Context: an optimization exercise on an open-source flow, tuned for small area, a short achievable clock period and few clock cycles. The choices shown serve that exercise and are no tape-out recipe. At most, simulation tests tie the RTL to the original design; equivalence was not proved. No functional check of the RTL was part of run 2. Power figures rest on the tool's default switching activity, not on a simulated workload.

## flow/design.v

```verilog
`default_nettype none
package shell_pkg;
    localparam int ADDR_W     = 20;
    localparam int DATA_W     = 32;
    localparam int STRB_W     = DATA_W / 8;
    localparam int N_IRQ      = 16;
    localparam int MGMT_OFS_W = 16;
    localparam logic [ADDR_W-1:0] REGION0_BASE = 20'h0_0000;
    localparam logic [ADDR_W-1:0] REGION0_MASK = 20'hC_0000;
    localparam logic [ADDR_W-1:0] REGION1_BASE = 20'h4_0000;
    localparam logic [ADDR_W-1:0] REGION1_MASK = 20'hF_0000;
    localparam logic [ADDR_W-1:0] REGION2_BASE = 20'h5_0000;
    localparam logic [ADDR_W-1:0] REGION2_MASK = 20'hF_0000;
    localparam logic [MGMT_OFS_W-1:0] FW_CTRL_OFS    = 16'h0000;
    localparam logic [MGMT_OFS_W-1:0] FW_BLOCKED_OFS = 16'h0004;
    localparam int EMU_NREGS      = 16;
    localparam int EMU_IRQ_IDX    = 0;
    localparam int EMU_FINISH_IDX = 1;
    typedef enum logic [1:0] {
        RESP_OKAY   = 2'd0,
        RESP_SLVERR = 2'd2,
        RESP_DECERR = 2'd3
    } axil_resp_e;
    typedef enum logic [1:0] {
        REG_EMU,
        REG_CLKGEN,
        REG_MGMT,
        REG_NONE
    } region_e;
    typedef enum logic [1:0] {
        ST_IDLE,
        ST_REQ,
        ST_WAIT,
        ST_RESP
    } xact_state_e;
    typedef struct packed {
        logic [ADDR_W-1:0] addr;
        logic              write;
        logic [DATA_W-1:0] wdata;
        logic [STRB_W-1:0] wstrb;
    } axil_req_t;
    typedef struct packed {
        logic [DATA_W-1:0] rdata;
        axil_resp_e        resp;
    } axil_rsp_t;
endpackage
`default_nettype wire
`default_nettype none
module shell_decode (
    input  logic [19:0] addr,
    input  logic        decouple,
    input  logic [15:0] vld,
    output logic        in_emu,
    output logic        in_mgmt,
    output logic        ofs_ctrl,
    output logic        ofs_blk,
    output logic        emu_ok,
    output logic        emu_blk,
    output logic [15:0] row,        
    output logic [15:0] sel_soft,   
    output logic [15:0] sel_lo,     
    output logic [15:0] sel_b0      
);
    assign in_emu   = (addr[19:18] == 2'b00);
    assign in_mgmt  = (addr[19:16] == 4'h5);
    assign ofs_ctrl = in_mgmt && (addr[15:0] == 16'h0000);
    assign ofs_blk  = in_mgmt && (addr[15:0] == 16'h0004);
    assign emu_ok   = in_emu && !decouple;
    assign emu_blk  = in_emu && decouple;
    for (genvar i = 0; i < 16; i++) begin : g_row
        assign row[i] = emu_ok && (addr[5:2] == i);
    end
    assign sel_soft = row & vld;
    assign sel_lo   = row & (vld | 16'h0001);
    assign sel_b0   = row & (vld | 16'h0003);
endmodule
`default_nettype wire
`default_nettype none
module shell_read (
    input  logic [15:0]  sel_soft,
    input  logic [15:0]  sel_lo,
    input  logic [15:0]  sel_b0,
    input  logic [511:0] regs,       
    input  logic         sel_cnt,
    input  logic [31:0]  cnt,
    input  logic         ctrl_bit,   
    output logic [31:0]  rdata
);
    for (genvar k = 0; k < 32; k++) begin : g_bit
        logic [15:0] col;
        logic [15:0] sel;
        for (genvar i = 0; i < 16; i++) begin : g_col
            assign col[i] = regs[32*i + k];
        end
        if (k == 0)
            assign sel = sel_b0;
        else if (k < 16)
            assign sel = sel_lo;
        else
            assign sel = sel_soft;
        if (k == 0)
            assign rdata[k] = (|(col & sel)) | (sel_cnt & cnt[k]) | ctrl_bit;
        else
            assign rdata[k] = (|(col & sel)) | (sel_cnt & cnt[k]);
    end
endmodule
`default_nettype wire
`default_nettype none
module shell_top (
    input  logic        aclk,
    input  logic        aresetn,
    input  logic        req_valid_i,
    input  logic [56:0] req_i,
    output logic        req_ready_o,
    output logic        rsp_valid_o,
    output logic [33:0] rsp_o,
    input  logic        rsp_ready_i,
    output logic [15:0] irq_o,
    output logic        finish_o
);
    logic [19:0] addr;
    logic        wr;
    logic [31:0] wdata;
    logic [3:0]  wstrb;
    logic [3:0]  idx;
    assign addr  = req_i[56:37];
    assign wr    = req_i[36];
    assign wdata = req_i[35:4];
    assign wstrb = req_i[3:0];
    assign idx   = addr[5:2];
    localparam logic [31:0] HARD0 = 32'h0000_FFFF;   
    localparam logic [31:0] HARD1 = 32'h0000_0001;   
    logic        rsp_valid_q;
    logic        rsp_idle_q;     
    logic        rsp_free;       
    logic [33:0] rsp_q;
    logic        decouple_q;
    logic [31:0] blocked_cnt_q;
    logic        blocked_inc_q;
    logic [31:0] blocked_cnt;    
    logic [15:0] vld_q;
    logic [31:0] dat_q [16];
    logic        accept;
    logic        in_emu, in_mgmt, ofs_ctrl, ofs_blk;
    logic        emu_ok, emu_blk;
    logic [15:0] row;            
    logic [15:0] sel_soft, sel_lo, sel_b0;
    logic [511:0] regs_flat;
    logic [31:0] rdata;
    logic [1:0]  resp;
    shell_decode u_decode (
        .addr     (addr),
        .decouple (decouple_q),
        .vld      (vld_q),
        .in_emu   (in_emu),
        .in_mgmt  (in_mgmt),
        .ofs_ctrl (ofs_ctrl),
        .ofs_blk  (ofs_blk),
        .emu_ok   (emu_ok),
        .emu_blk  (emu_blk),
        .row      (row),
        .sel_soft (sel_soft),
        .sel_lo   (sel_lo),
        .sel_b0   (sel_b0)
    );
    assign req_ready_o = rsp_idle_q || rsp_ready_i;
    assign rsp_free    = !rsp_valid_q || rsp_ready_i;
    assign accept      = req_valid_i && rsp_free;
    assign rsp_valid_o = rsp_valid_q;
    assign rsp_o       = rsp_q;
    for (genvar i = 0; i < 16; i++) begin : g_flat
        assign regs_flat[32*i +: 32] = dat_q[i];
    end
    shell_read u_read (
        .sel_soft (sel_soft),
        .sel_lo   (sel_lo),
        .sel_b0   (sel_b0),
        .regs     (regs_flat),
        .sel_cnt  (ofs_blk),
        .cnt      (blocked_cnt),
        .ctrl_bit (ofs_ctrl && decouple_q),
        .rdata    (rdata)
    );
    assign resp[1] = !(emu_ok || ofs_ctrl || ofs_blk);
    assign resp[0] = !(in_emu || in_mgmt);
    always_ff @(posedge aclk or negedge aresetn) begin
        if (!aresetn) begin
            rsp_valid_q <= 1'b0;
            rsp_idle_q  <= 1'b1;
        end else if (rsp_free) begin
            rsp_valid_q <= req_valid_i;
            rsp_idle_q  <= !req_valid_i;
        end
    end
    always_ff @(posedge aclk) begin
        if (rsp_free)
            rsp_q <= {rdata, resp};
    end
    assign blocked_cnt = blocked_cnt_q + {31'b0, blocked_inc_q};
    always_ff @(posedge aclk or negedge aresetn) begin
        if (!aresetn) begin
            decouple_q    <= 1'b0;
            blocked_inc_q <= 1'b0;
            blocked_cnt_q <= '0;
        end else begin
            if (accept && ofs_ctrl && wr && wstrb[0])
                decouple_q <= wdata[0];
            blocked_inc_q <= accept && emu_blk;
            blocked_cnt_q <= blocked_cnt;
        end
    end
    logic [31:0] wmask;
    logic [31:0] wval;
    logic [15:0] wrow;
    for (genvar b = 0; b < 4; b++) begin : g_mask
        assign wmask[8*b +: 8] = {8{wstrb[b]}};
    end
    assign wval = wdata & wmask;
    assign wrow = row & {16{accept && wr}};
    always_ff @(posedge aclk or negedge aresetn) begin
        if (!aresetn)
            vld_q <= '0;
        else
            vld_q <= vld_q | wrow;
    end
    for (genvar i = 0; i < 16; i++) begin : g_reg
        for (genvar k = 0; k < 32; k++) begin : g_bit
            if ((i == 0 && HARD0[k]) || (i == 1 && HARD1[k])) begin : g_hard
                always_ff @(posedge aclk or negedge aresetn) begin
                    if (!aresetn)
                        dat_q[i][k] <= 1'b0;
                    else if (wrow[i] && wstrb[k/8])
                        dat_q[i][k] <= wdata[k];
                end
            end else begin : g_soft
                always_ff @(posedge aclk) begin
                    if (wrow[i] && (wstrb[k/8] || !vld_q[i]))
                        dat_q[i][k] <= wval[k];
                end
            end
        end
    end
    assign irq_o    = dat_q[0][15:0];
    assign finish_o = dat_q[1][0];
endmodule
`default_nettype wire
```

## flow/flow/run.sh

```bash
#!/bin/bash
# The standard layout, with plain buffers (not delay cells) on the ports
# and a clock tree of smaller buffers without dummy loads.
set -euo pipefail
export BUFFER_PORTS_ARGS="-buffer_cell sky130_fd_sc_hd__buf_2"
export CTS_ARGS="-sink_clustering_enable -repair_clock_nets -dont_use_dummy_load -buf_list {sky130_fd_sc_hd__clkbuf_8} -sink_clustering_size 16 -sink_clustering_max_diameter 60"
bash standard.sh > standard.log 2>&1
```

## flow/standard.sh

```bash
#!/bin/bash
# synth_recipe.tcl (not shown) runs the flow's synth.tcl, then flattens the netlist and writes it again
# the make line also repeats each setting of config.mk as NAME=value (left out here)
make -C /OpenROAD-flow-scripts/flow DESIGN_CONFIG=/design/flow/config.mk WORK_HOME=/design/flow/orfs CLKGATE_MAP_FILE= SYNTH_SCRIPT=/design/flow/synth_recipe.tcl "${@:-finish}"
```

## flow/config.mk

```make
export PLATFORM = sky130hd
export DESIGN_NAME = shell_top
export DESIGN_NICKNAME = shell_top
export VERILOG_FILES = /design/flow/design.v
export SDC_FILE = /design/flow/constraint.sdc
export NUM_CORES = 4
export LEC_CHECK = 0
export CAP_MARGIN = 20
export CORE_MARGIN = 2
export CORE_UTILIZATION = 40
export PLACE_DENSITY = 0.6
export SETUP_SLACK_MARGIN = 2.5
export SLEW_MARGIN = 20
export SYNTH_HIERARCHICAL = 1
export SYNTH_MINIMUM_KEEP_SIZE = 0
```

## flow/constraint.sdc

```tcl
create_clock -name core_clock -period 5.0 [get_ports {aclk}]
set_input_delay 1.0000 -clock core_clock [delete_from_list [all_inputs] [get_ports {aclk}]]
set_output_delay 1.0000 -clock core_clock [all_outputs]
set_load 0.01 [all_outputs]
```

==> out/qor.csv, run 1 <==
metric,value,unit
initial antenna violation count,1,
P_int,6410,uW
CP Class,in -> reg,
1st-pass router iterations,5,
Sw Pwr,1790,uW
largest net degree at the start of global routing,70,
Die Ht,244,um
placed cell area,24700,sq um
"Seq/Total Area, Yosys",76.6,%
Area contributors post-synth,"edfxtp_1 (69%), dfrtp_1 (7.4%), a22oi_1 (4.1%)",
"Warnings, synthesis",8,
Routed Antenna Nets,0,
Worst Max-Slew Pin Slew,1.19,ns
clk sinks,598,
Max clock buf depth,3,
synth unique cells,43,
CP startpoint kind,primary input,
final setup TNS,0,ns
RSZ-0062 raised after global routing,true,
total power per unit cell area,308,nW/um^2
clock buffer count from CTS,48,
min Tclk post-route,2.59,ns
"Buf+Inv Stages, Crit Path",2,
routed wire length,66400,um
H-tree Lvls,2,
syn_area_per_cell,16.7,sq um
Vias,13500,
die area,59400,sq um
VDD IR max,159,uV
max incr delay on CP,0.51,ns
reg-to-reg startpoint,decouple_q,
Vias per Instance,5.97,
Total GRT Usage,21.9,%
fmax,387,MHz
setup violators final,0,
Yosys top cell by area,edfxtp_1,
register share of total power,67.8,%
Placer Congestion,0.892,
number of global-route vias before repair,13200,
final hold violations,0,
CTS tree,done,
max cap viols,0,
Synth Register Bits,598,
Buffers on Ports,113,
worst-path cell chain,"buf_2, or3_4, inv_2, and3_4, and3_4, a22o_1, a221oi_2, and3_1, nand3_1",
Async SR Flop Fraction,11.5,%
HPWL after DPL,39200,um
Die X-Extent,244,um
P_leak,0.00919,uW
slew margin rel.,20.7,%
"EDFF count, synth",529,
number of DRC markers in iteration 0,1561,
GRT overflow,0,
Syn Nets,1437,
Inserted Diodes,0,
Ports,114,
ys flop type,edfxtp_1,
Worst Setup SP,req_i[56],
Clk network pwr share,28.9,%
Final Cell Area,26600,sq um
DR DRC count,0,
global-route wire length before repair,93700,um
Final Slew Violations,0,
DR WL/cell,29.3,um
HP Class,in -> async,
"Period Utilization, post-route",51.7,%
"most used cell, CP",and3_4,
cell count after synthesis,1374,
Post-Syn Area,23000,sq um
Combinational Power Share,3.3,%
clk latency of the worst-skew pair,0.66,ns
"CTS clk-pin slew, worst paths",0.07,ns
area share of the largest cell type after synthesis,69.1,%
Critical Path End Type,flip-flop,
Clock Skew,0.0640,ns
CP Max Fanout,16,
critical path's top delay family,simple AND/OR/NAND/NOR gates,
CP max-delay cell,and3_4,
switching part of the total,21.8,%
share of cells above drive strength 1,29.4,%
CTS root buffer,clkbuf_8,
# nets final,1575,
row count,87,
synthesis-to-finish area growth,15.6,%
CP Data Arrival Time,3.01,ns
status,timing/DRC/antenna clean,
Core Region,56600,sq um
Initial Util,40.6,%
data required time of the worst path,5.43,ns
[routing by layer]
layer  GRT usage [%]  part of all wire (%)
met4            5.83                   2.5
met2            35.3                    48
met3            3.51                   7.5
met1            30.8                    42
met5               0                     0
[worst paths after layout]
check,depth (start not counted),end,slack [ns]
setup reg to reg,8,rsp_q[25],2.51
setup / recovery,9,rsp_q[25],2.41
hold / removal,1,dat_q[0][8],0.50
min in group core_clock,1,blocked_cnt_q[13],0.51
max in group asynchronous,1,blocked_cnt_q[9],3.80
hold reg to reg,1,blocked_cnt_q[13],0.51
[final cells by class]
type / instances / area, sq um
Sequential cell: 598 / 17600
Fill cell: 4800 / 30000
Clock buffer: 48 / 661
Multi-Input combinational cell: 662 / 5880
Inverter: 11 / 41.3
Timing Repair Buffer: 191 / 1460
Tap cell: 756 / 946
[power by group through the flow]
stage                     sequential, uW  combinational [uW]  clock (uW)
after CTS                           5550                 263        2420
final                               5560                 271        2370
after floorplan                     5640                 132           0
after detailed placement            5660                 255           0
after global routing                5560                 292        2590
after global placement              5660                 249           0
[Yosys stat by module (local to each module, per instance)]
module        cell area [sq um]  flops+latches  cells
shell_decode                592              0     94
shell_read                 3010              0    402
shell_top                 19400            598    878
[placed cells by master (no fill, tap or decap), drive strengths merged, types with 10 or more instances in the layout]
cell type,netlist,layout
edfxtp,529,529
buf,77,191
a22oi,126,126
dfrtp,68,68
a221oi,65,65
a21oi,63,63
and3,54,60
nand2,58,58
clkbuf,32,48
nand3,47,47
and2,36,36
a22o,34,34
a222oi,31,31
xnor2,24,24
nand2b,22,22
nor2,22,22
mux2,18,18
nand4,15,15
nor3,12,12
inv,11,10
[logic make-up (layout without fill, tap and decap cells)]
| logic type | Yosys count | count (layout) | share of synthesized area (%) |
|---|---|---|---|
| AO/OA/AOI/OAI | 320 | 320 | 11.1 |
| XOR/XNOR | 30 | 30 | 1.14 |
| adder cells (fa/ha/maj) | 2 | 2 | 0.109 |
| buffers and inverters | 120 | 250 | 3.24 |
| flip-flops | 598 | 598 | 76.6 |
| multiplexers | 18 | 18 | 0.881 |
| AND/OR/NAND/NOR | 286 | 292 | 6.97 |
[synth_stat cells, types with 10 or more instances]
cell,number
edfxtp_1,529
buf_2,19
and3_1,54
nand2b_1,22
nand4_1,14
buf_4,48
a21oi_1,63
and2_1,36
a221oi_1,48
a222oi_1,31
nor3_1,10
clkbuf_1,32
nor2_1,22
a221oi_2,17
nand2_1,58
dfrtp_1,68
xnor2_1,24
nand3_1,47
inv_1,11
a22o_1,34
mux2_2,18
a22oi_1,126
[stage by stage]
stage | utilization, % | instances | power, uW | hold WS, ns | setup slack (ns)
final | 47.0 | 2266 | 8200 | 0.502 | 2.41
after global routing | 47.0 | 2266 | 8440 | 0.513 | 2.32
after CTS | 45.9 | 2238 | 8230 | 0.492 | 2.30
after detailed placement | 43.7 | 2157 | 5910 | 0.471 | 1.40
after global placement | 43.7 | 2157 | 5910 | 0.474 | 1.47
after floorplan | - | 1374 | 5770 | 0.444 | 2.29
[flip-flops by register name, summed over array words and instances (netlist names)]
name and cells:
blocked_cnt_q 32, blocked_inc_q 1, dat_q 512, decouple_q 1, rsp_idle_q 1, rsp_q 34
rsp_valid_q 1, vld_q 16
[repair_timing]
action / in CTS / in global routing
hold buffers: 0 / 0
buffers inserted: 28 / 26
endpoints found under the setup margin: 184 / 108
pin swaps: 12 / 23
gates cloned: 5 / 1
gates resized for setup: 43 / 52
Testbench counts, summed over its fixed seeds: cycles 2,408.
==> run 2, diff against run 1 <==
--- a/flow/design.v
+++ b/flow/design.v
@@ -104,2 +104,23 @@
             assign rdata[k] = (|(col & sel)) | (sel_cnt & cnt[k]);
+    end
+endmodule
+`default_nettype wire
+`default_nettype none
+module shell_wen (
+    input  logic [15:0] row,
+    input  logic        go,          
+    input  logic [3:0]  wstrb,
+    input  logic [15:0] vld,
+    output logic [15:0] wrow,        
+    output logic [63:0] en_soft,     
+    output logic [7:0]  en_hard      
+);
+    assign wrow = row & {16{go}};
+    for (genvar i = 0; i < 16; i++) begin : g_reg
+        for (genvar b = 0; b < 4; b++) begin : g_byte
+            assign en_soft[4*i + b] = wrow[i] && (wstrb[b] || !vld[i]);
+            if (i < 2) begin : g_hard
+                assign en_hard[4*i + b] = wrow[i] && wstrb[b];
+            end
+        end
     end
@@ -218,3 +239,13 @@
     assign wval = wdata & wmask;
-    assign wrow = row & {16{accept && wr}};
+    logic [63:0] en_soft;
+    logic [7:0]  en_hard;
+    shell_wen u_wen (
+        .row     (row),
+        .go      (accept && wr),
+        .wstrb   (wstrb),
+        .vld     (vld_q),
+        .wrow    (wrow),
+        .en_soft (en_soft),
+        .en_hard (en_hard)
+    );
     always_ff @(posedge aclk or negedge aresetn) begin
@@ -231,3 +262,3 @@
                         dat_q[i][k] <= 1'b0;
-                    else if (wrow[i] && wstrb[k/8])
+                    else if (en_hard[4*i + k/8])
                         dat_q[i][k] <= wdata[k];
@@ -236,3 +267,3 @@
                 always_ff @(posedge aclk) begin
-                    if (wrow[i] && (wstrb[k/8] || !vld_q[i]))
+                    if (en_soft[4*i + k/8])
                         dat_q[i][k] <= wval[k];
==> run 2 against run 1 <==
Against the previous run: register-to-register slack lost 0.05 ns; clock-buffer cell count shrank 2; routed wire length shrank 1.1%; first-iteration DRC count grew 25%; via count grew 1.2%; core utilization shrank 1.0 points; sequential share of layout area grew 0.57 points; non-clock buffer count grew 14; combinational power shrank 5%; total power shrank 1.1%; final cell count grew 1.5%; die area grew 0.25%; highest routed layer unchanged.
==> out/qor.csv, run 2 <==
metric,value,unit,change
number of DRC markers in iteration 0,1945,,+25%
H-tree Lvls,2,,unchanged
FF/Latch Area,17600,sq um,about the same
DR WL/cell,28.5,um,-2.5%
Vias per Instance,5.95,,-0.31%
Die Ht,244,um,+0.13%
P_int,6380,uW,-0.58%
RSZ-0062 raised after global routing,true,,
Worst Max-Slew Pin Slew,1.01,ns,-0.175 ns
Critical Path End Type,flip-flop,,
Final Slew Violations,0,,unchanged
"Warnings, synthesis",8,,unchanged
final hold violations,0,,unchanged
Die X-Extent,244,um,+0.13%
Vias,13700,,+1.2%
area occupied by multi-input gates,5380,sq um,-8.6%
"commonest non-fill, non-tap cell in the layout",edfxtp_1,,
Placer Congestion,0.940,,+5.4%
Initial Util,40.2,%,-0.43 points
"Period Utilization, post-route",52.3,%,+0.60 points
fill count,4866,,+1.4%
DR DRC count,0,,unchanged
fmax,382,MHz,-1.2%
R2R cell count,5,,-3
Sw Pwr,1730,uW,-3.1%
Clock Skew,0.0889,ns,+0.0249 ns
initial antenna violation count,0,,-1
final setup TNS,0,ns,unchanged
largest net degree at the start of global routing,70,,unchanged
Setup WS pre-CTS,1.10,ns,-0.298 ns
status,timing/DRC/antenna clean,,
max cap viols,0,,unchanged
Buffers on Ports,113,,unchanged
1st-pass router iterations,6,,+1
largest registers,"dat_q: 512 flops, rsp_q: 34 flops, blocked_cnt_q: 32 flops",,
number of global-route vias before repair,13300,,+0.83%
data required time of the worst path,5.27,ns,-0.16 ns
CTS tree,done,,
CP Data Arrival Time,2.88,ns,-0.13 ns
Clk network pwr share,28.4,%,-0.5 points
Syn Nets,1451,,+0.97%
routed wire length,65700,um,-1.1%
P_leak,0.00926,uW,+0.75%
Total GRT Usage,21.7,%,-0.17 points
most frequent cells in the layout,"edfxtp_1 (529), a22oi_1 (126), buf_2 (109)",,
# nets final,1598,,+1.5%
slew margin rel.,32.1,%,+11 points
"CTS clk-pin slew, worst paths",0.09,ns,+0.02 ns
worst r2r dst,dat_q[12][24],,
Post-Syn Area,23100,sq um,+0.26%
CP Class,in -> reg,,
CP startpoint kind,primary input,,
clock buffer count from CTS,46,,-4.2%
HPWL after DPL,39600,um,+0.91%
Final WS setup,2.38,ns,-0.0301 ns
switching part of the total,21.3,%,-0.44 points
register share of total power,68.4,%,+0.6 points
clk sinks,598,,unchanged
Core Region,57400,sq um,+1.3%
global-route wire length before repair,93300,um,-0.47%
CP Max Fanout,16,,unchanged
Reg2Reg Setup Slack,2.46,ns,-0.05 ns
Max clock buf depth,3,,unchanged
row count,88,,+1.1%
share of cells above drive strength 1,26.3,%,-3.1 points
Ports,114,,unchanged
GRT overflow,0,,unchanged
HP Class,in -> async,,
clk latency of the worst-skew pair,0.66,ns,about the same
cell count after synthesis,1388,,+1.0%
CTS root buffer,clkbuf_8,,
total power,8110,uW,-1.1%
Biggest register,dat_q,,
VDD IR max,176,uV,+11%
syn_area_per_cell,16.6,sq um,-0.75%
reg-to-reg startpoint,decouple_q,,
Combinational Power Share,3.2,%,about the same
min Tclk post-route,2.62,ns,+0.0301 ns
setup violators final,0,,unchanged
die area,59600,sq um,+0.25%
synthesis-to-finish area growth,14.3,%,
total power per unit cell area,307,nW/um^2,-0.26%
Post-CTS Hold Buffers,0,,unchanged
max reg flops,512,,unchanged
Routed Antenna Nets,0,,unchanged
run 2: cell type report:
type | count | share of cell area, %
antenna | 2 | 0.0190
clock buffer | 46 | 2.40
tap | 765 | 3.63
sequential | 598 | 66.8
timing repair buffer | 205 | 6.40
multi-input combinational | 659 | 20.4
inverter | 25 | 0.375
run 2: critical path: stages:
cell	delay, ns
buf_2	0.20
clkinv_1	0.79
a21oi_2	0.88
run 2: power by group through the flow:
stage	Clock (uW)	Sequential [uW]	Combinational (uW)
after floorplan	0	5630	119
after global placement	0	5650	237
after detailed placement	0	5650	244
after CTS	2370	5540	251
after global routing	2530	5550	280
final	2300	5550	258
run 2: layer usage:
layer	global-route usage (%)	routed length [um]	part of all wire (%)
met5	0	0	0
met4	7.35	2200	3.4
met3	3.62	5300	8.1
met2	34.8	31400	48
met1	30.1	26800	41
run 2: metrics by stage:
stage               util, %  std cells  hold WS, ns  cell area [sq um]
global route           46.0       2298        0.406              26400
CTS                    44.9       2273        0.504              25800
global placement       42.9       2207        0.477              24600
detailed placement     42.9       2207        0.485              24600
finish                 46.0       2300        0.334              26400
floorplan                 -       1388        0.444              23400
run 2: worst max path at each step:
stage	startpoint	to	slack, ns	depth (start not counted)
final	req_i[2]	dat_q[14][20]	2.38	3
after global routing	req_i[2]	dat_q[14][20]	2.27	3
after detailed placement	req_i[55]	dat_q[0][7]	1.10	8
after floorplan	req_i[55]	dat_q[0][0]	2.26	7
after CTS	req_i[0]	dat_q[10][1]	2.29	3
after global placement	req_i[55]	dat_q[0][6]	1.21	8
run 2: timing repair:
item	CTS	global route
pin swaps	5	7
gates resized for setup	45	52
setup endpoints to repair	329	208
setup buffers	17	24
gates cloned	3	1
==> run 3, diff against run 2 <==
--- a/flow/design.v
+++ b/flow/design.v
@@ -69,8 +69,26 @@
     assign emu_blk  = in_emu && decouple;
+    logic [3:0] lo, hi;
+    shell_predecode u_pre (
+        .addr     (addr),
+        .decouple (decouple),
+        .lo       (lo),
+        .hi       (hi)
+    );
     for (genvar i = 0; i < 16; i++) begin : g_row
-        assign row[i] = emu_ok && (addr[5:2] == i);
-    end
-    assign sel_soft = row & vld;
-    assign sel_lo   = row & (vld | 16'h0001);
-    assign sel_b0   = row & (vld | 16'h0003);
+        assign row[i]      = lo[i % 4] && hi[i / 4];
+        assign sel_soft[i] = row[i] && vld[i];
+        assign sel_lo[i]   = row[i] && (vld[i] || i == 0);
+        assign sel_b0[i]   = row[i] && (vld[i] || i < 2);
+    end
+endmodule
+module shell_predecode (
+    input  logic [19:0] addr,
+    input  logic        decouple,
+    output logic [3:0]  lo,
+    output logic [3:0]  hi
+);
+    for (genvar j = 0; j < 4; j++) begin : g_pre
+        assign lo[j] = (addr[3:2] == j);
+        assign hi[j] = (addr[5:4] == j) && (addr[19:18] == 2'b00) && !decouple;
+    end
 endmodule
@@ -104,23 +122,2 @@
             assign rdata[k] = (|(col & sel)) | (sel_cnt & cnt[k]);
-    end
-endmodule
-`default_nettype wire
-`default_nettype none
-module shell_wen (
-    input  logic [15:0] row,
-    input  logic        go,          
-    input  logic [3:0]  wstrb,
-    input  logic [15:0] vld,
-    output logic [15:0] wrow,        
-    output logic [63:0] en_soft,     
-    output logic [7:0]  en_hard      
-);
-    assign wrow = row & {16{go}};
-    for (genvar i = 0; i < 16; i++) begin : g_reg
-        for (genvar b = 0; b < 4; b++) begin : g_byte
-            assign en_soft[4*i + b] = wrow[i] && (wstrb[b] || !vld[i]);
-            if (i < 2) begin : g_hard
-                assign en_hard[4*i + b] = wrow[i] && wstrb[b];
-            end
-        end
     end
@@ -239,13 +236,3 @@
     assign wval = wdata & wmask;
-    logic [63:0] en_soft;
-    logic [7:0]  en_hard;
-    shell_wen u_wen (
-        .row     (row),
-        .go      (accept && wr),
-        .wstrb   (wstrb),
-        .vld     (vld_q),
-        .wrow    (wrow),
-        .en_soft (en_soft),
-        .en_hard (en_hard)
-    );
+    assign wrow = row & {16{accept && wr}};
     always_ff @(posedge aclk or negedge aresetn) begin
@@ -262,3 +249,3 @@
                         dat_q[i][k] <= 1'b0;
-                    else if (en_hard[4*i + k/8])
+                    else if (wrow[i] && wstrb[k/8])
                         dat_q[i][k] <= wdata[k];
@@ -267,3 +254,3 @@
                 always_ff @(posedge aclk) begin
-                    if (en_soft[4*i + k/8])
+                    if (wrow[i] && (wstrb[k/8] || !vld_q[i]))
                         dat_q[i][k] <= wval[k];
==> run 3 against run 2 <==
Against the previous run: final cell count is 1.7% lower; die area is 0.22% higher; via count is 0.73% lower; critical path type unchanged; critical endpoint is now rsp_q[9].
==> out/qor.csv, run 3 <==
metric,value,unit,change
status,timing/DRC/antenna clean,,
# nets final,1560,,-2.4%
Area contributors post-synth,"edfxtp_1 (69%), dfrtp_1 (7.4%), a22oi_1 (4.1%)",,
"Seq/Total Area, Yosys",76.2,%,
CTS root buffer,clkbuf_8,,
clk latency of the worst-skew pair,0.66,ns,about the same
Total GRT Usage,21.3,%,-0.37 points
Placer Congestion,0.854,,-9.2%
Clock Skew,0.0560,ns,-0.0329 ns
H-tree Lvls,2,,unchanged
DR WL/cell,29.1,um,+2.1%
Post-synth top cells,"edfxtp_1 (529), a22oi_1 (126), dfrtp_1 (68)",,
largest net degree at the start of global routing,70,,unchanged
P_leak,0.00917,uW,-1.0%
Final Cell Area,26600,sq um,+1.0%
placed cell area,24500,sq um,-0.41%
syn_area_per_cell,16.9,sq um,+1.6%
final hold violations,0,,unchanged
RSZ-0062 raised after global routing,true,,
ys flop type,edfxtp_1,,
"commonest non-fill, non-tap cell in the layout",edfxtp_1,,
top-count cell post-synth,edfxtp_1,,
Inserted Diodes,0,,-2
setup violators final,0,,unchanged
final setup TNS,0,ns,unchanged
Simple-Gate Fraction of Synth Area,7.28,%,
row count,88,,unchanged
GRT overflow,0,,unchanged
HPWL after DPL,38900,um,-1.8%
CP Max Fanout,13,,-3
CP max-delay cell,and3_2,,
most frequent cells in the layout,"edfxtp_1 (529), a22oi_1 (116), buf_2 (110)",,
area share of the largest cell type after synthesis,68.7,%,
VDD IR max,158,uV,-10%
Async SR Flop Fraction,11.5,%,
number of global-route vias before repair,13400,,+0.80%
Die Ht,244,um,+0.11%
"EDFF count, synth",529,,
slew margin rel.,17.0,%,-15 points
Post-CTS Hold Buffers,0,,unchanged
largest registers,"dat_q: 512 flops, rsp_q: 34 flops, blocked_cnt_q: 32 flops",,
"Buf+Inv Stages, Crit Path",2,,unchanged
max reg flops,512,,unchanged
critical path's top delay family,simple AND/OR/NAND/NOR gates,,
die area,59700,sq um,+0.22%
clock buffer count from CTS,47,,+2.2%
worst-path cell chain,"buf_2, or3_4, nor2_4, and3_2, buf_4, a22oi_1, and3_1, nand3_1",,
Yosys top cell by area,edfxtp_1,,
Post-Syn Area,23100,sq um,+0.22%
Biggest register,dat_q,,
Die X-Extent,244,um,+0.11%
Reg2Reg Setup Slack,2.47,ns,about the same
min Tclk post-route,2.55,ns,-0.0670 ns
"Period Utilization, post-route",51.0,%,-1.3 points
HP Class,in -> async,,
CP startpoint kind,primary input,,
Vias per Instance,6.01,,+1.0%
Combinational Power Share,3.3,%,about the same
Sw Pwr,1760,uW,+1.6%
post-synthesis compound-gate area fraction,11.0,%,
total power per unit cell area,306,nW/um^2,-0.47%
Setup WS pre-CTS,1.23,ns,+0.131 ns
Ports,114,,unchanged
switching part of the total,21.5,%,+0.21 points
Buffers on Ports,113,,unchanged
fmax,392,MHz,+2.6%
max cap viols,0,,unchanged
CP Class,in -> reg,,
Post-Synth XOR/XNOR Area,1.14,%,
"CTS clk-pin slew, worst paths",0.08,ns,about the same
Final Core Density,46.4,%,+0.47 points
CTS tree,done,,
Adder-Cell Fraction of Synth Area,0.108,%,
final hold slack,0.492,ns,+0.158 ns
cell count after synthesis,1369,,-1.4%
Critical Path End Type,flip-flop,,
post-synthesis mux area share,1.01,%,
largest family of logic cells by synthesized area,compound AO/OA/AOI/OAI gates,,
max incr delay on CP,0.51,ns,-0.37 ns
share of cells above drive strength 1,29.2,%,+2.9 points
Synth Register Bits,598,,
CP Data Arrival Time,3.03,ns,+0.15 ns
Final Slew Violations,0,,unchanged
Vias,13600,,-0.73%
routed wire length,65900,um,+0.30%
Initial Util,40.3,%,+0.089 points
data required time of the worst path,5.48,ns,+0.21 ns
register share of total power,68.2,%,-0.2 points
Syn Nets,1432,,-1.3%
synth unique cells,48,,
synthesis-to-finish area growth,15.3,%,
Final WS setup,2.45,ns,+0.0670 ns
clk sinks,598,,unchanged
"Warnings, synthesis",8,,unchanged
1st-pass router iterations,5,,-1
Worst Max-Slew Pin Slew,1.24,ns,+0.231 ns
number of DRC markers in iteration 0,1707,,-12%
Clk network pwr share,28.5,%,about the same
Max clock buf depth,3,,unchanged
Routed Antenna Nets,0,,unchanged
global-route wire length before repair,92400,um,-0.96%
initial antenna violation count,2,,+2
P_int,6400,uW,+0.29%
DR DRC count,0,,unchanged
Core Region,57400,sq um,unchanged
==> run 3: changes by cell type in the layout (fill, tap and decap cells not counted), sizes merged, moves of 14 or more <==
cell,change
buf,-25
and2,+17
or2,-17
inv,-14
nand2b,+14
nor2,-14
==> run 3: final cells by class <==
type | instances | area [sq um]
repair buffers | 180 | 1420
well taps | 765 | 957
clock buffers | 47 | 647
multi-input cells | 663 | 5980
fillers | 4815 | 30700
flip-flops and latches | 598 | 17600
inverters | 7 | 26.3
==> run 3: power by group through the flow <==
stage	registers, uW	logic (uW)	clock network, uW
floorplan	5630	122	0
global placement	5660	240	0
detailed placement	5650	247	0
CTS	5550	262	2360
global route	5560	289	2530
finish	5560	270	2320
==> run 3: what timing repair did <==
item,CTS,global route
endpoints found under the setup margin,487,196
gates resized for setup,92,32
pin swaps,25,20
gates cloned,4,4
setup buffers,26,30
==> run 3: path summary, 6_finish.rpt <==
path                                   startpoint  cells after the start                end
worst max-delay path                    req_i[42]                      8           rsp_q[9]
worst min-delay path                      aresetn                      1        rsp_valid_q
worst max register to register   blocked_cnt_q[0]                     12          rsp_q[12]
worst min register to register  blocked_cnt_q[31]                      1  blocked_cnt_q[31]
max in group asynchronous                 aresetn                      1   blocked_cnt_q[7]
min in group core_clock         blocked_cnt_q[31]                      1  blocked_cnt_q[31]
==> run 3: cell families after synthesis <==
logic type | Yosys count
multiplexers | 18
XOR/XNOR | 30
AO/OA/AOI/OAI | 320
buffers and inverters | 116
AND/OR/NAND/NOR | 285
flip-flops | 598
adder cells (fa/ha/maj) | 2
==> run 3: stage by stage <==
step	total power, uW	instances
after floorplan	5760	1369
after global placement	5890	2148
after detailed placement	5900	2149
after CTS	8180	2226
after global routing	8380	2260
final	8150	2260
==> run 3: Yosys stat by module, one instance, submodules excluded <==
module | copies in the design | flip-flops and latches | cells
shell_decode | 1 | 0 | 76
shell_predecode | 1 | 0 | 11
shell_read | 1 | 0 | 402
shell_top | 1 | 598 | 880
==> run 3: per-layer routing <==
layer,part of all wire (%),GRT usage [%],vias to the layer above
li1,-,-,5721
met1,41,29.3,7078
met2,48,34.4,654
met3,7.8,3.61,140
met5,0,0,-
met4,3.8,7.48,0
Testbench counts of run 3, summed over its fixed seeds: cycles 2,408.
==> run 4, diff against run 3 <==
==> flow/flow/run.sh (replaced) <==
#!/bin/bash
# The standard layout, with plain buffers (not delay cells) on the ports,
# a clock tree of smaller buffers without dummy loads, and a setup margin for
# timing repair that is larger at global routing than before it.
set -euo pipefail
export BUFFER_PORTS_ARGS="-buffer_cell sky130_fd_sc_hd__buf_2"
export CTS_ARGS="-sink_clustering_enable -repair_clock_nets -dont_use_dummy_load -buf_list {sky130_fd_sc_hd__clkbuf_8} -sink_clustering_size 16 -sink_clustering_max_diameter 60"
SETUP_SLACK_MARGIN=2.5 bash standard.sh synth floorplan place cts > standard_1.log 2>&1
SETUP_SLACK_MARGIN=2.65 bash standard.sh grt > standard_2.log 2>&1
bash standard.sh finish > standard_3.log 2>&1
--- a/flow/config.mk
+++ b/flow/config.mk
@@ -11,3 +11,2 @@
 export PLACE_DENSITY = 0.6
-export SETUP_SLACK_MARGIN = 2.5
 export SLEW_MARGIN = 20
==> run 4 against run 3 <==
Against the previous run: still clean; first-iteration DRC count down 3.5%; combinational power up 4%; core utilization up 0.87 points; sequential cell count unchanged; maximum frequency down 3.8%; routed wire length up 2.9%; synthesized area unchanged; die area unchanged; synthesized cell count unchanged; sequential power about the same.
==> out/qor.csv, run 4 <==
metric,value,unit,change
Final Cell Area,27100,sq um,+1.9%
final setup TNS,0,ns,unchanged
Vias,14000,,+2.8%
slew margin rel.,10.9,%,-6.1 points
number of global-route vias before repair,13400,,unchanged
"Seq/Total Area, Yosys",76.2,%,unchanged
Syn Nets,1432,,unchanged
DR DRC count,0,,unchanged
Clock Skew,0.0568,ns,+0.000801 ns
final hold slack,0.492,ns,-0.0000960 ns
Total GRT Usage,21.3,%,unchanged
final hold violations,0,,unchanged
"Buf+Inv Stages, Crit Path",2,,unchanged
DR WL/cell,29.7,um,+1.8%
total power per unit cell area,301,nW/um^2,-1.6%
placed instance count,2149,,unchanged
die area,59700,sq um,unchanged
Critical Path End Type,flip-flop,,
1st-pass router iterations,8,,+3
Adder-Cell Fraction of Synth Area,0.108,%,unchanged
Initial Util,40.3,%,unchanged
GRT overflow,0,,unchanged
area occupied by multi-input gates,6060,sq um,+1.4%
Area contributors post-synth,"edfxtp_1 (69%), dfrtp_1 (7.4%), a22oi_1 (4.1%)",,
"CTS clk-pin slew, worst paths",0.09,ns,about the same
row count,88,,unchanged
Placer Congestion,0.854,,unchanged
Post-Syn Area,23100,sq um,unchanged
Post-Synth XOR/XNOR Area,1.14,%,unchanged
CTS root buffer,clkbuf_8,,
share of cells above drive strength 1,30.8,%,+1.6 points
Final WS setup,2.35,ns,-0.101 ns
clk latency of the worst-skew pair,0.66,ns,about the same
Max clock buf depth,3,,unchanged
Worst Max-Slew Pin Slew,1.34,ns,+0.0914 ns
global-route wire length before repair,92400,um,unchanged
Vias per Instance,6.12,,+1.7%
clk sinks,598,,unchanged
Final Slew Violations,0,,unchanged
CP Class,in -> reg,,
synth unique cells,48,,unchanged
area share of the largest cell type after synthesis,68.7,%,unchanged
Inserted Diodes,0,,unchanged
Ports,114,,unchanged
setup violators final,0,,unchanged
HPWL after DPL,38900,um,unchanged
clock buffer count from CTS,47,,unchanged
"EDFF count, synth",529,,unchanged
Simple-Gate Fraction of Synth Area,7.28,%,unchanged
min Tclk post-route,2.65,ns,+0.101 ns
WP depth,8,,unchanged
H-tree Lvls,2,,unchanged
initial antenna violation count,3,,+1
Post-synth top cells,"edfxtp_1 (529), a22oi_1 (126), dfrtp_1 (68)",,
Routed Antenna Nets,0,,unchanged
most frequent cells in the layout,"edfxtp_1 (529), a22oi_1 (116), buf_2 (110)",,
"Period Utilization, post-route",53.0,%,+2.0 points
synthesis-to-finish area growth,17.4,%,
largest family of logic cells by synthesized area,compound AO/OA/AOI/OAI gates,,
number of DRC markers in iteration 0,1648,,-3.5%
Async SR Flop Fraction,11.5,%,unchanged
Buffers on Ports,113,,unchanged
post-synthesis mux area share,1.01,%,unchanged
RSZ-0062 raised after global routing,true,,
routed wire length,67800,um,+2.9%
CP Max Fanout,23,,+10
CP startpoint kind,primary input,,
"Warnings, synthesis",8,,unchanged
placed cell area,24500,sq um,unchanged
Synth Register Bits,598,,unchanged
# nets final,1585,,+1.6%
Yosys top cell by area,edfxtp_1,,
syn_area_per_cell,16.9,sq um,unchanged
data required time of the worst path,5.50,ns,+0.02 ns
max cap viols,0,,unchanged
CTS tree,done,,
HP Class,in -> async,,
largest registers,"dat_q: 512 flops, rsp_q: 34 flops, blocked_cnt_q: 32 flops",,
Die Ht,244,um,unchanged
Biggest register,dat_q,,
cell count after synthesis,1369,,unchanged
status,timing/DRC/antenna clean,,
FF/Latch Area,17600,sq um,about the same
worst-path cell chain,"buf_2, or3b_4, nor2_4, and3_2, buf_6, a22oi_1, and3_1, nand3_1",,
critical path's top delay family,simple AND/OR/NAND/NOR gates,,
fill count,4749,,-1.4%
max incr delay on CP,0.49,ns,-0.02 ns
CP max-delay cell,and3_2,,
Finished Layout Cells,2285,,+1.1%
reg-to-reg startpoint,blocked_cnt_q[0],,
R2R cell count,12,,unchanged
P_leak,0.00936,uW,+2.1%
top-count cell post-synth,edfxtp_1,,
largest net degree at the start of global routing,70,,unchanged
Die X-Extent,244,um,unchanged
post-synthesis compound-gate area fraction,11.0,%,unchanged
CP Data Arrival Time,3.15,ns,+0.12 ns
fmax,377,MHz,-3.8%
Post-CTS Hold Buffers,0,,unchanged
Core Region,57400,sq um,unchanged
"commonest non-fill, non-tap cell in the layout",edfxtp_1,,
Setup WS pre-CTS,1.23,ns,unchanged
VDD IR max,159,uV,+0.19%
max reg flops,512,,unchanged
Worst Setup SP,req_i[55],,
ys flop type,edfxtp_1,,
## run 4: worst paths after layout
| kind | endpoint | slack [ns] |
|---|---|---|
| setup / recovery | rsp_q[18] | 2.35 |
| hold / removal | rsp_valid_q | 0.49 |
| setup reg to reg | rsp_q[12] | 2.44 |
| hold reg to reg | blocked_cnt_q[31] | 0.49 |
| max in group asynchronous | blocked_cnt_q[16] | 3.72 |
| min in group core_clock | blocked_cnt_q[31] | 0.49 |
## run 4: what timing repair did
action,in CTS,in global routing
hold endpoints to repair,0,0
gates cloned,4,7
pin swaps,25,22
endpoints found under the setup margin,487,363
resized for setup,92,49
setup buffers,26,52
## run 4: stage by stage
step | total power (uW) | utilization (%)
after CTS | 8180 | 45.4
after detailed placement | 5900 | 42.7
after global routing | 8400 | 47.3
final | 8170 | 47.3
after floorplan | 5760 | -
after global placement | 5890 | 42.7
## run 4: modules after synthesis (local to each module, per instance)
module	cell area, sq um	times used	flip-flops and latches
shell_read	3010	1	0
shell_predecode	76.3	1	0
shell_decode	537	1	0
shell_top	19500	1	598
## run 4: where the power goes
| group | internal, uW | total, uW | switching [uW] |
|---|---|---|---|
| registers | 5480 | 5560 | 88.4 |
| logic | 81.8 | 280 | 198 |
| clock network | 842 | 2330 | 1480 |
## run 4: cell type report
class                      count  share of cell area [%]
tap                          765                    3.53
timing repair buffer         202                    6.75
sequential                   598                    64.9
clock buffer                  47                    2.38
inverter                       7                  0.0968
multi-input combinational    666                    22.3
## run 4: cells by family (layout without fill, tap and decap cells)
family / Yosys count / after routing
muxes: 18 / 18
buffers and inverters: 116 / 256
xor gates and xnor gates: 30 / 30
adders and majority gates: 2 / 2
DFF: 598 / 598
AOI/OAI and AO/OA: 320 / 320
and+or+nand+nor: 285 / 296
## run 4: routing by layer
| metal | global-route usage [%] | part of all wire, % | vias up |
|---|---|---|---|
| met1 | 29.3 | 41 | 7330 |
| li1 | - | - | 5761 |
| met5 | 0 | 0 | - |
| met4 | 7.48 | 4.2 | 0 |
| met3 | 3.61 | 7.5 | 167 |
| met2 | 34.4 | 47 | 718 |

-- static timing again, ports no longer ideal --
No port has a modelled driver above. Below, the same layouts with a new extraction and two added sets of constraints. Step 1 (the two cells are an assumption about what drives the block):
set clk [get_ports {aclk}]
set_driving_cell -lib_cell sky130_fd_sc_hd__clkbuf_16 $clk
set_driving_cell -lib_cell sky130_fd_sc_hd__buf_2 [delete_from_list [all_inputs] $clk]
Step 2, shift: input delay + t, output delay - t, t = (earliest + latest rising clock arrival at the registers) / 2. This alone moves slack from input paths to output paths. a / b / c = ideal / step 1 / step 2; a / b = the first two.
| run | t (ns) | setup WS [ns] | hold slack, ns | worst setup path at the end | cell pins on the clock port's net |
|---|---|---|---|---|---|
| run 1 | 0.686 | 2.414 / 2.449 / 1.763 | 0.502 / 0.471 / 0.506 | input to register | 1 |
| run 2 | 0.665 | 2.384 / 2.411 / 1.745 | 0.334 / 0.319 / 0.500 | input to register | 1 |
| run 3 | 0.688 | 2.451 / 2.466 / 1.796 | 0.492 / 0.461 / 0.493 | input to register | 1 |
| run 4 | 0.686 | 2.350 / 2.381 / 1.694 | 0.492 / 0.460 / 0.495 | input to register | 1 |
After both steps setup and hold are still met in every run listed. The setup slack of run 4, which loses most, moves by +0.031 ns with the drivers and by -0.656 ns with both steps.
